Background: an optimization exercise with open tools, aiming at small area, a short achievable clock period and few clock cycles per item. Do not read the settings as production practice. RTL that was checked went through simulation tests only; none was proved equivalent to the original.

==> branch willow <==
Design yuv_to_rgb, start of the top module:
module yuv_to_rgb (
	input logic CLOCK_50_I,
	input logic resetn,
	input logic in_valid,
	input logic [SAMPLE_W-1:0] in_y_even,
	input logic [SAMPLE_W-1:0] in_y_odd,
	input logic [SAMPLE_W-1:0] in_u,
	input logic [SAMPLE_W-1:0] in_v,
	output logic busy,
	output logic out_valid,
	output logic [WORD_W-1:0] out_word,
	output logic out_line_end
);
	logic launch;
	logic last_launch;
	logic [SAMPLE_W-1:0] win_y_even;
	logic [SAMPLE_W-1:0] win_y_odd;
	logic [0:5][SAMPLE_W-1:0] win_u_taps;
	logic [0:5][SAMPLE_W-1:0] win_v_taps;
	chroma_window decode_i (
		.CLOCK_50_I(CLOCK_50_I),
		.resetn(resetn),
		.in_valid(in_valid),
		.in_y_even(in_y_even),
		.in_y_odd(in_y_odd),
		.in_u(in_u),
		.in_v(in_v),
		.busy(busy),
		.launch(launch),
		.last_launch(last_launch),
		.win_y_even(win_y_even),
		.win_y_odd(win_y_odd),
		.win_u_taps(win_u_taps),
		.win_v_taps(win_v_taps)
	);
	rgb_packer result_i (
		.CLOCK_50_I(CLOCK_50_I),
		.resetn(resetn),
		.launch(launch),
		.last_launch(last_launch),
		.win_y_even(win_y_even),
		.win_y_odd(win_y_odd),
		.win_u_taps(win_u_taps),
		.win_v_taps(win_v_taps),
		.out_valid(out_valid),
		.out_word(out_word),
		.out_line_end(out_line_end)
	);
endmodule
Settings: LEC_CHECK=0, CAP_MARGIN=20, CORE_MARGIN=2, CORE_UTILIZATION=40, SLEW_MARGIN=20; clock period 15.0 ns.
run.sh (not shown) runs the stock make flow with config.mk's settings and CLKGATE_MAP_FILE= SYNTH_SCRIPT=/design/flow/synth_recipe.tcl, a recipe that flattens the netlist after the stock synthesis.
==> branch fjord: changes against branch willow <==
==> flow/flow/run.sh (new file) <==
#!/bin/bash
# Standard layout, with repair_timing aiming for setup slack beyond the default.
set -euo pipefail
bash standard.sh SETUP_SLACK_MARGIN=10.5 finish > make_finish.log 2>&1
==> flow/standard.sh (new file) <==
#!/bin/bash
# synth_recipe.tcl (not shown) runs the flow's synth.tcl, then flattens the netlist and writes it again
# the make line also repeats each setting of config.mk as NAME=value (left out here)
make -C /OpenROAD-flow-scripts/flow DESIGN_CONFIG=/design/flow/config.mk WORK_HOME=/design/flow/orfs CLKGATE_MAP_FILE= SYNTH_SCRIPT=/design/flow/synth_recipe.tcl "${@:-finish}"
removed: flow/run.sh
==> branch zinc: changes against branch willow <==
==> flow/flow/run.sh (new file) <==
#!/bin/bash
# Standard layout, with repair_timing aiming for setup slack beyond the default.
set -euo pipefail
bash standard.sh SETUP_SLACK_MARGIN=11.0 finish > make_finish.log 2>&1
==> flow/standard.sh (new file) <==
#!/bin/bash
# synth_recipe.tcl (not shown) runs the flow's synth.tcl, then flattens the netlist and writes it again
# the make line also repeats each setting of config.mk as NAME=value (left out here)
make -C /OpenROAD-flow-scripts/flow DESIGN_CONFIG=/design/flow/config.mk WORK_HOME=/design/flow/orfs CLKGATE_MAP_FILE= SYNTH_SCRIPT=/design/flow/synth_recipe.tcl "${@:-finish}"
removed: flow/run.sh
==> qor summary <==
quantity                                                             branch willow             branch fjord              branch zinc
GRT Total Usage                                                              17.6%                    18.3%                    18.5%
Met3 routed wirelength                                                     1.75 mm                  1.98 mm                  1.60 mm
Worst-path maximum fanout                                                       47                        6                       10
Final Cell Area                                                         24,100 µm²               25,100 µm²               25,200 µm²
Total via count after detailed routing                                      12,700                   13,100                   13,000
Max incr delay on CP                                                        790 ps                   580 ps                   520 ps
Sequential fraction of total cell area                                       33.5%                    32.2%                    32.0%
Signal buffers share of area                                                 3.02%                    5.92%                    4.83%
CP endpoint                                                         result_i.g_c_q           result_i.f_c_q           result_i.f_c_q
Vias in the first global route                                              13,900                   13,900                   14,200
Largest net degree at the start of global routing                               81                       81                       82
Final weighted congestion in routability-driven placement                    0.898                    0.880                    0.938
Clk_buf instances                                                               48                       51                       53
Share of the final layout cell area in multi-input gates                     47.6%                    47.2%                    48.0%
Met1 layer wirelength in the final routing                                 19.8 mm                  20.4 mm                  20.1 mm
Reg2reg start                                                        result_i.a[3]            result_i.a[1]            result_i.a[1]
Detailed-route wire length per cell                                        17.1 µm                  17.8 µm                  18.0 µm
Outcome                                                    complete, no violations  complete, no violations  complete, no violations
Area Growth Syn to Fin                                                       13.4%                    18.0%                    18.7%
Global-route wire length before repair                                     74.3 mm                  76.0 mm                  77.3 mm
Testbench counts of branch willow, summed over its fixed seeds: cycles 15,488, items 5,120.
Testbench counts of branch fjord, summed over its fixed seeds: cycles 15,488, items 5,120.
Testbench counts of branch zinc, summed over its fixed seeds: cycles 15,488, items 5,120.


==> inputs of exp/juniper <==
Another version of the RTL of yuv_to_rgb (not shown whole).
==> flow/config.mk <==
export PLATFORM = sky130hd
export DESIGN_NAME = yuv_to_rgb
export DESIGN_NICKNAME = yuv_to_rgb
export VERILOG_FILES = /design/flow/design.v
export SDC_FILE = /design/flow/constraint.sdc
export NUM_CORES = 4
export LEC_CHECK = 0
export CAP_MARGIN = 20
export CORE_MARGIN = 2
export CORE_UTILIZATION = 60
export CTS_CLUSTER_DIAMETER = 100
export CTS_CLUSTER_SIZE = 30
export PLACE_DENSITY = 0.7
export SLEW_MARGIN = 20
==> flow/constraint.sdc <==
create_clock -name core_clock -period 15.0 [get_ports {CLOCK_50_I}]
set_input_delay 3.0000 -clock core_clock [delete_from_list [all_inputs] [get_ports {CLOCK_50_I}]]
set_output_delay 3.0000 -clock core_clock [all_outputs]
set_load 0.01 [all_outputs]
standard.sh (not shown) runs the stock make flow with config.mk's settings and CLKGATE_MAP_FILE= SYNTH_SCRIPT=/design/flow/synth_recipe.tcl, a recipe that flattens the netlist after the stock synthesis.
==> flow/flow/run.sh <==
#!/bin/bash
set -euo pipefail
bash standard.sh SETUP_SLACK_MARGIN=11 finish > make_finish.log 2>&1
==> exp/tundra: changes against exp/juniper <==
--- a/flow/design.v
+++ b/flow/design.v
@@ -56,21 +56,21 @@
 		if (!resetn) begin
 			pair_cnt <= '0;
 			flushing <= 1'b0;
 			flush_cnt <= '0;
 			cool <= '0;
+			busy_q <= 1'b0;
 		end else begin
 			flushing <= flushing_n;
 			cool <= cool_n;
+			busy_q <= flushing_n || cool_n != 2'd0;
 			if (in_valid)
 				pair_cnt <= (pair_cnt == LINE_PAIRS - 1) ? 8'd0 : pair_cnt + 8'd1;
 			if (flush_step)
 				flush_cnt <= (flush_cnt == 2'd2) ? 2'd0 : flush_cnt + 2'd1;
 		end
 	end
-	always_ff @(posedge CLOCK_50_I)
-		busy_q <= flushing_n || cool_n != 2'd0;
 	assign busy = busy_q;
 	always_ff @(posedge CLOCK_50_I) begin
 		if (shift_en) begin
 			for (int i = 0; i < 3; i++) begin
 				u_sr[i] <= u_sr[i+1];
@@ -97,31 +97,10 @@
 	assign win_y_even = y_even_q;
 	assign win_y_odd = y_odd_q;
 	assign win_u_taps = u_sr;
 	assign win_v_taps = v_sr;
 endmodule
-function automatic logic carry16(input logic [15:0] a, input logic [15:0] b);
-	logic [15:0] g, p;
-	logic [7:0] cg1, cp1;
-	logic [3:0] cg2, cp2;
-	logic [1:0] cg3, cp3;
-	g = a & b;
-	p = a | b;
-	for (int i = 0; i < 8; i++) begin
-		cg1[i] = g[2*i+1] | (p[2*i+1] & g[2*i]);
-		cp1[i] = p[2*i+1] & p[2*i];
-	end
-	for (int i = 0; i < 4; i++) begin
-		cg2[i] = cg1[2*i+1] | (cp1[2*i+1] & cg1[2*i]);
-		cp2[i] = cp1[2*i+1] & cp1[2*i];
-	end
-	for (int i = 0; i < 2; i++) begin
-		cg3[i] = cg2[2*i+1] | (cp2[2*i+1] & cg2[2*i]);
-		cp3[i] = cp2[2*i+1] & cp2[2*i];
-	end
-	carry16 = cg3[1] | (cp3[1] & cg3[0]);
-endfunction
 module csc_sum (
 	input logic [7:0] y,
 	input logic [7:0] u,
 	input logic [7:0] v,
 	output logic [9:0] r_a,
@@ -296,13 +275,14 @@
 	wire rt_160 = rt_114 | rt_115;
 	wire rt_161 = rt_116 ^ v[7];
 	wire rt_162 = rt_116 & v[7];
 	wire [25:0] rt_a = {rt_162, rt_160, rt_158, rt_156, rt_154, rt_152, rt_150, rt_148, rt_146, rt_144, rt_142, rt_140, rt_138, rt_136, rt_134, rt_132, rt_130, rt_128, rt_126, rt_124, rt_122, rt_120, rt_118, rt_117, ~v[1], ~v[0]};
 	wire [25:0] rt_b = {1'b1, rt_161, ~rt_159, rt_157, rt_155, rt_153, rt_151, rt_149, rt_147, rt_145, rt_143, rt_141, rt_139, rt_137, ~rt_135, rt_133, rt_131, rt_129, ~rt_127, ~rt_125, rt_123, rt_121, rt_119, 1'b1, 1'b0, 1'b1};
+	wire [16:0] r_lo = {1'b0, rt_a[15:0]} + {1'b0, rt_b[15:0]};
 	assign r_a = rt_a[25:16];
 	assign r_b = rt_b[25:16];
-	assign r_c = carry16(rt_a[15:0], rt_b[15:0]);
+	assign r_c = r_lo[16];
 	wire gt_1 = y[7] ^ y[5];
 	wire gt_2 = y[7] & y[5];
 	wire gt_3 = y[6] ^ y[4];
 	wire gt_4 = y[6] & y[4];
 	wire gt_5 = y[7] ^ y[5];
@@ -489,13 +469,14 @@
 	wire gt_186 = gt_140 | gt_141;
 	wire gt_187 = gt_142 ^ gt_104;
 	wire gt_188 = gt_142 & gt_104;
 	wire [25:0] gt_a = {gt_188, gt_186, gt_184, gt_182, gt_180, gt_178, gt_176, gt_174, gt_172, gt_170, gt_168, gt_166, gt_164, gt_162, gt_160, ~gt_158, ~gt_156, ~gt_154, ~gt_152, ~gt_150, ~gt_148, ~gt_146, ~gt_144, gt_143, ~v[1], ~v[0]};
 	wire [25:0] gt_b = {1'b1, gt_187, ~gt_185, gt_183, gt_181, gt_179, gt_177, gt_175, gt_173, gt_171, gt_169, gt_167, gt_165, gt_163, gt_161, ~gt_159, ~gt_157, ~gt_155, ~gt_153, ~gt_151, ~gt_149, ~gt_147, ~gt_145, 1'b1, 1'b0, 1'b1};
+	wire [16:0] g_lo = {1'b0, gt_a[15:0]} + {1'b0, gt_b[15:0]};
 	assign g_a = gt_a[25:16];
 	assign g_b = gt_b[25:16];
-	assign g_c = carry16(gt_a[15:0], gt_b[15:0]);
+	assign g_c = g_lo[16];
 	wire bt_1 = u[1] ^ ~y[4];
 	wire bt_2 = u[1] & ~y[4];
 	wire bt_3 = u[2] ^ u[0] ^ ~y[5];
 	wire bt_4 = (u[2] & u[0]) | (u[2] & ~y[5]) | (u[0] & ~y[5]);
 	wire bt_5 = u[7] ^ u[5];
@@ -626,13 +607,14 @@
 	wire bt_130 = bt_84 | bt_85;
 	wire bt_131 = bt_86 ^ u[7];
 	wire bt_132 = bt_86 & u[7];
 	wire [26:0] bt_a = {1'b1, bt_132, bt_130, bt_128, bt_126, bt_124, bt_122, bt_120, bt_118, bt_116, bt_114, bt_112, bt_110, bt_108, bt_106, bt_104, bt_102, bt_100, bt_98, ~bt_96, ~bt_94, ~bt_92, bt_90, ~bt_88, bt_87, ~u[1], ~u[0]};
 	wire [26:0] bt_b = {1'b0, 1'b1, bt_131, ~bt_129, ~bt_127, ~bt_125, bt_123, ~bt_121, bt_119, bt_117, ~bt_115, bt_113, bt_111, bt_109, bt_107, ~bt_105, bt_103, bt_101, bt_99, ~bt_97, ~bt_95, ~bt_93, ~bt_91, ~bt_89, ~u[0], 1'b0, 1'b1};
+	wire [16:0] b_lo = {1'b0, bt_a[15:0]} + {1'b0, bt_b[15:0]};
 	assign b_a = bt_a[26:16];
 	assign b_b = bt_b[26:16];
-	assign b_c = carry16(bt_a[15:0], bt_b[15:0]);
+	assign b_c = b_lo[16];
 endmodule
 module filt_sum (
 	input logic [8:0] p0,
 	input logic [8:0] p1,
 	input logic [8:0] p2,
@@ -778,15 +760,14 @@
 	wire ft_136 = ft_104 | ft_105;
 	wire ft_137 = ft_106 ^ ft_80 ^ p0[8];
 	wire ft_138 = (ft_106 & ft_80) | (ft_106 & p0[8]) | (ft_80 & p0[8]);
 	wire [17:0] ft_a = {1'b1, ft_138, ft_136, ft_134, ft_132, ft_130, ft_128, ft_126, ft_124, ft_122, ft_120, ft_118, ft_116, ft_114, ft_112, ft_110, ft_108, ft_107};
 	wire [17:0] ft_b = {1'b0, 1'b1, ft_137, ~ft_135, ft_133, ft_131, ft_129, ft_127, ft_125, ft_123, ft_121, ft_119, ft_117, ft_115, ft_113, ~ft_111, ft_109, 1'b1};
-	wire [15:0] f_lo_a = {ft_a[7:0], 8'd0};
-	wire [15:0] f_lo_b = {ft_b[7:0], 8'd0};
+	wire [8:0] f_lo = {1'b0, ft_a[7:0]} + {1'b0, ft_b[7:0]};
 	assign f_a = ft_a[17:8];
 	assign f_b = ft_b[17:8];
-	assign f_c = carry16(f_lo_a, f_lo_b);
+	assign f_c = f_lo[8];
 endmodule
 `timescale 1ns/10ps
 import yuv_pkg::*;
 module rgb_packer (
 	input logic CLOCK_50_I,
@@ -807,42 +788,33 @@
 	always_ff @(posedge CLOCK_50_I or negedge resetn) begin
 		if (!resetn) begin
 			a <= '0;
 			last_q <= 1'b0;
 			end_q <= 1'b0;
+			out_valid <= 1'b0;
+			out_line_end <= 1'b0;
 		end else begin
 			a <= {launch, a[0:5]};
 			if (launch)
 				last_q <= last_launch;
 			end_q <= a[5] && last_q && !(a[0] || a[1] || a[2]);
+			out_valid <= a[4] || a[5] || a[6];
+			out_line_end <= a[6] && end_q;
 		end
 	end
-	always_ff @(posedge CLOCK_50_I) begin
-		out_valid <= a[4] || a[5] || a[6];
-		out_line_end <= a[6] && end_q;
-	end
 	logic [0:5][SAMPLE_W-1:0] taps;
 	logic [8:0] p0_q, p1_q, p2_q;
 	logic [9:0] f_a, f_b, f_a_q, f_b_q;
 	logic f_c, f_c_q;
 	logic [9:0] f_s;
 	logic [SAMPLE_W-1:0] f_odd;     
 	logic [SAMPLE_W-1:0] u_odd_q;   
 	assign taps = a[1] ? win_v_taps : win_u_taps;
-	function automatic logic [8:0] add8(input logic [7:0] x, input logic [7:0] y);
-		logic c;
-		c = 1'b0;
-		for (int i = 0; i < 8; i++) begin
-			add8[i] = x[i] ^ y[i] ^ c;
-			c = (x[i] & y[i]) | (x[i] & c) | (y[i] & c);
-		end
-		add8[8] = c;
-	endfunction
 	always_ff @(posedge CLOCK_50_I) begin
-		p0_q <= add8(taps[2], taps[3]);
-		p1_q <= add8(taps[1], taps[4]);
-		p2_q <= add8(taps[0], taps[5]);
+		p0_q <= {1'b0, taps[2]} + {1'b0, taps[3]};
+		p1_q <= {1'b0, taps[1]} + {1'b0, taps[4]};
+		p2_q <= {1'b0, taps[0]} + {1'b0, taps[5]};
 	end
 	filt_sum filt_i (
 		.p0(p0_q), .p1(p1_q), .p2(p2_q),
 		.f_a(f_a), .f_b(f_b), .f_c(f_c)
 	);
CORE_UTILIZATION = 40   (was 60)
CTS_CLUSTER_DIAMETER = default   (was 100)
CTS_CLUSTER_SIZE = default   (was 30)
PLACE_DENSITY = default   (was 0.7)
==> impl_metrics.py <==
metrics = {
    "worst_hold_path": {
        "min_to": "result_i.y_odd_q[7]",
    },
    "synth": {
        "async_reset_ff_share_pct": 6.906,
        "syn_nets": 2222,
    },
    "grt": {
        "grt.met2_usage_pct": 26.68,
    },
    "worst_setup_path": {
        "worst-path-buf-inv": 1,
        "path_cells": "buf_6",
    },
    "final_layout": {
        "seq_share_pct": 37.27,
    },
    "run_status": {
        "outcome": "finished clean",
    },
}
[end of results for exp/tundra]
==> impl_metrics.py <==
metrics = {
    "grt": {
        "grt.met2_usage_pct": 35.53,
    },
    "worst_setup_path": {
        "worst-path-buf-inv": 3,
        "path_cells": "clkdlybuf4s50_1, buf_12, nand2b_4, buf_16",
    },
    "run_status": {
        "outcome": "finished clean",
    },
    "synth": {
        "syn_nets": 2037,
    },
}
[end of results for exp/juniper]
Function was not checked in any run of this note: the RTL went through the layout flow alone.

## separate check: timing with driven ports
Ports are ideal in the flow. The routed layouts listed here were re-timed in OpenROAD.
Step 1: set_driving_cell puts a clkbuf_16 on CLOCK_50_I and a buf_2 on each other input, an assumption about the parent block.
Step 2 times the ports against the registers' clock, not the clock port: input delays grow and output delays shrink by t, the midpoint of the rising clock arrivals with the driver on.
Slacks: ideal / step 1 / step 2; pairs: ideal / step 1.
| run | t (ns) | setup slack, ns | hold slack, ns |
|---|---|---|---|
| branch willow | 0.605 | 9.508 / 9.508 / 8.991 | 0.338 / 0.338 / 0.338 |
| branch fjord | 0.603 | 10.365 / 10.365 / 10.168 | 0.344 / 0.344 / 0.344 |
| branch zinc | 0.610 | 10.455 / 10.455 / 10.455 | 0.341 / 0.341 / 0.341 |
| exp/juniper | 0.579 | 11.007 / 10.965 / 10.461 | 0.339 / 0.339 / 0.339 |
| exp/tundra | 0.599 | 10.927 / 10.871 / 10.603 | 0.342 / 0.342 / 0.342 |
After both steps every run listed still meets setup and hold. For exp/juniper, which loses most, drivers alone change the setup slack by -0.042 ns; drivers and shift together by -0.546 ns.
